This design comes from an exercise in tuning for small area, a short achievable clock period and few clock cycles on the open sky130 flow, not from production work.
Function was checked by simulation only, so behaviour that the tests miss may differ from the original.
Power is estimated from default activity; no workload was simulated.

run A:
// ntwrk_size_tracker
module ntwrk_size_tracker
#(
    parameter int NUM_CONNS  = 8,
    parameter int NUM_POINTS = 1000,
    parameter int SIZE_W     = $clog2(NUM_POINTS) + 1,
    parameter int TOP_K      = 3,
    parameter int PROD_W     = SIZE_W * TOP_K
) (
    input  logic              clk,
    input  logic              rst,
    input  logic              cmd_vld,
    output logic              cmd_rdy,
    input  ntwrk_size_pkg::ntwrk_size_cmd_t cmd,
    output logic              rsp_vld,
    input  logic              rsp_rdy,
    output logic [PROD_W-1:0] rsp_data,
    output logic              rsp_is_prod,
    output logic              busy,
    output logic              err
);
clock: 10.0 ns
lec_check: 0
cap_margin: 20
core_margin: 2
core_utilization: 60
setup_slack_margin: 4.75
slew_margin: 20
run.sh (not shown) runs the stock make flow with config.mk's settings and CLKGATE_MAP_FILE= SYNTH_SCRIPT=/design/flow/synth_recipe.tcl, a recipe that flattens the netlist after the stock synthesis.
Testbench counts of run A, summed over its fixed seeds: cycles 5,894.
diff inputs: run A => run B
# run A
export LEC_CHECK = 0
export CAP_MARGIN = 20
export CORE_MARGIN = 2
export CORE_UTILIZATION = 60
export SETUP_SLACK_MARGIN = 4.75
export SLEW_MARGIN = 20
create_clock -name core_clock -period 10.0 [get_ports {clk}]
# run B
export LEC_CHECK = 0
export CAP_MARGIN = 20
export CORE_MARGIN = 2
export CORE_UTILIZATION = 50
export SETUP_SLACK_MARGIN = 4.5
export SLEW_MARGIN = 20
create_clock -name core_clock -period 10.0 [get_ports {clk}]
Findings:
- Lower part of the power in combinational logic among run A and run B: run B
- Run B: design area 710 µm² below run A
- Run B against run A: power saw a decrease; critical path buffer and inverter count climbed 2; number of core rows higher; routed wire length lower; met3 wire length went down.
- When the final numbers for run A and run B were put side by side, the starting density of the core turned out to be greater in run A.
Changes in run C relative to run B:
# run B
export LEC_CHECK = 0
export CAP_MARGIN = 20
export CORE_MARGIN = 2
export CORE_UTILIZATION = 50
export SETUP_SLACK_MARGIN = 4.5
export SLEW_MARGIN = 20
create_clock -name core_clock -period 10.0 [get_ports {clk}]
# run C
export LEC_CHECK = 0
export CAP_MARGIN = 20
export CORE_MARGIN = 2
export CORE_UTILIZATION = 60
export SETUP_SLACK_MARGIN = 4.5
export SLEW_MARGIN = 20
create_clock -name core_clock -period 10.0 [get_ports {clk}]
Layout overhead on the synthesized area (higher): run B. Run C vs. run B: power after layout now smaller; routed wire length went down by 2.7%. Looking at run B and run C, the area used by sequential logic in the layout is a wash.
The inputs of run D differ from those of run C as listed below.
# run C
export LEC_CHECK = 0
export CAP_MARGIN = 20
export CORE_MARGIN = 2
export CORE_UTILIZATION = 60
export SETUP_SLACK_MARGIN = 4.5
export SLEW_MARGIN = 20
create_clock -name core_clock -period 10.0 [get_ports {clk}]
# run D
export LEC_CHECK = 0
export CAP_MARGIN = 20
export CORE_MARGIN = 2
export CORE_UTILIZATION = 60
export SETUP_SLACK_MARGIN = 4.25
export SLEW_MARGIN = 20
create_clock -name core_clock -period 10.0 [get_ports {clk}]
Average wire per cell in the routed design ends up higher on run C. Taking run C as the reference, in run D number of violations reported at the end of detailed-routing iteration 0 went down by 272; setup slack went down; maximum number of pins on one net before global-route repair shrank by 2; synthesis-to-finish area growth dropped 2.1 points; part of the total power dissipated in sequential elements has remained practically unchanged. Run D vs run C: footprint of the multi-input gates down in run D. Final cycle utilization of the critical path is higher on run D. From run C to run D, maximum buffer depth of the clock tree did not move at all. Run C -> run D: internal power summed over all cells decreased by a few percent.
> inputs changed (run D -> run E)
# run D
export LEC_CHECK = 0
export CAP_MARGIN = 20
export CORE_MARGIN = 2
export CORE_UTILIZATION = 60
export SETUP_SLACK_MARGIN = 4.25
export SLEW_MARGIN = 20
create_clock -name core_clock -period 10.0 [get_ports {clk}]
# run E
export LEC_CHECK = 0
export CAP_MARGIN = 20
export CORE_MARGIN = 2
export CORE_UTILIZATION = 40
export SETUP_SLACK_MARGIN = 4.25
export SLEW_MARGIN = 20
create_clock -name core_clock -period 10.0 [get_ports {clk}]
### Flow results
- [compare] base=run D new=run E: net total in the final layout dropped 11; detail-routed net length per standard cell dropped 0.86 µm.
- Taking run D as the reference, in run E register-to-register slack closely matched the old numbers, number of gates on the worst path with buffers counted decreased by 3 relative to the old numbers.
- Summary of run E over run D: post-route minimum period has increased, total area of multi-input combinational cells increased 88 µm², wire length on met1 rose 3600 µm, worst-case setup margin in the final layout shrank by 0.0046 ns, wire length went up.
- Worst setup path endpoint: acc_q[0] -> run D, acc_q[1] -> run E
- The maximum fanout along the worst path in run E sits 3 above the value recorded for run D.
Edits applied to the flow inputs when going from run E to run F:
# run E
export LEC_CHECK = 0
export CAP_MARGIN = 20
export CORE_MARGIN = 2
export CORE_UTILIZATION = 40
export SETUP_SLACK_MARGIN = 4.25
export SLEW_MARGIN = 20
create_clock -name core_clock -period 10.0 [get_ports {clk}]
# run F
export LEC_CHECK = 0
export CAP_MARGIN = 20
export CORE_MARGIN = 2
export CORE_UTILIZATION = 40
export SETUP_SLACK_MARGIN = 4.75
export SLEW_MARGIN = 20
create_clock -name core_clock -period 10.0 [get_ports {clk}]
==> results.txt <==
- Changes observed in run F relative to run E: power density over the cells now larger; data arrival time of the critical path down 0.50 ns.
- Relative to run E, run F improves post-route minimum period.
- Lower final routed wire length divided by cell count was reported by run E, not run F.
- Of run F and run E, the run reporting the higher total global-route track usage was run F.
- Re final cycle utilization of the critical path: run F is 4.0 points down on run E.
- No stage failed in run F, and the final checks on the layout all came back clean.
- Re switching portion of total power: run F and run E aren't equal, and the higher value belongs to run E.
- Going from run E to run F, fill cell total of the finished layout shrank by a few percent.
- Run F has number of cells traversed by the worst register-to-register path above what run E had.

-- port drivers added, routing unchanged --
No port has a modelled driver above. Below, the same layouts with a new extraction and two added sets of constraints.
Step 1 (the two cells are an assumption about what drives the block):
set clk [get_ports {clk}]
set_driving_cell -lib_cell sky130_fd_sc_hd__clkbuf_16 $clk
set_driving_cell -lib_cell sky130_fd_sc_hd__buf_2 [delete_from_list [all_inputs] $clk]
Step 2, shift: input delay + t, output delay - t, t = (earliest + latest rising clock arrival at the registers) / 2. This alone moves slack from input paths to output paths.
Slacks: ideal / step 1 / step 2; pairs: ideal / step 1.
run | t, ns | setup WS [ns] | slew at the worst register clock pin (ns)
run A | 0.496 | 4.450 / 4.450 / 4.293 | 0.09 / 0.09
run B | 0.524 | 4.521 / 4.521 / 4.187 | 0.09 / 0.09
run C | 0.499 | 4.436 / 4.436 / 4.065 | 0.09 / 0.09
run D | 0.495 | 4.292 / 4.292 / 3.920 | 0.09 / 0.09
run E | 0.526 | 4.287 / 4.287 / 3.908 | 0.08 / 0.08
run F | 0.524 | 4.687 / 4.687 / 4.253 | 0.08 / 0.08
After both steps every run listed still meets setup and hold. The setup slack of run F, which loses most, moves by 0.000 ns with the drivers and by -0.434 ns with both steps.
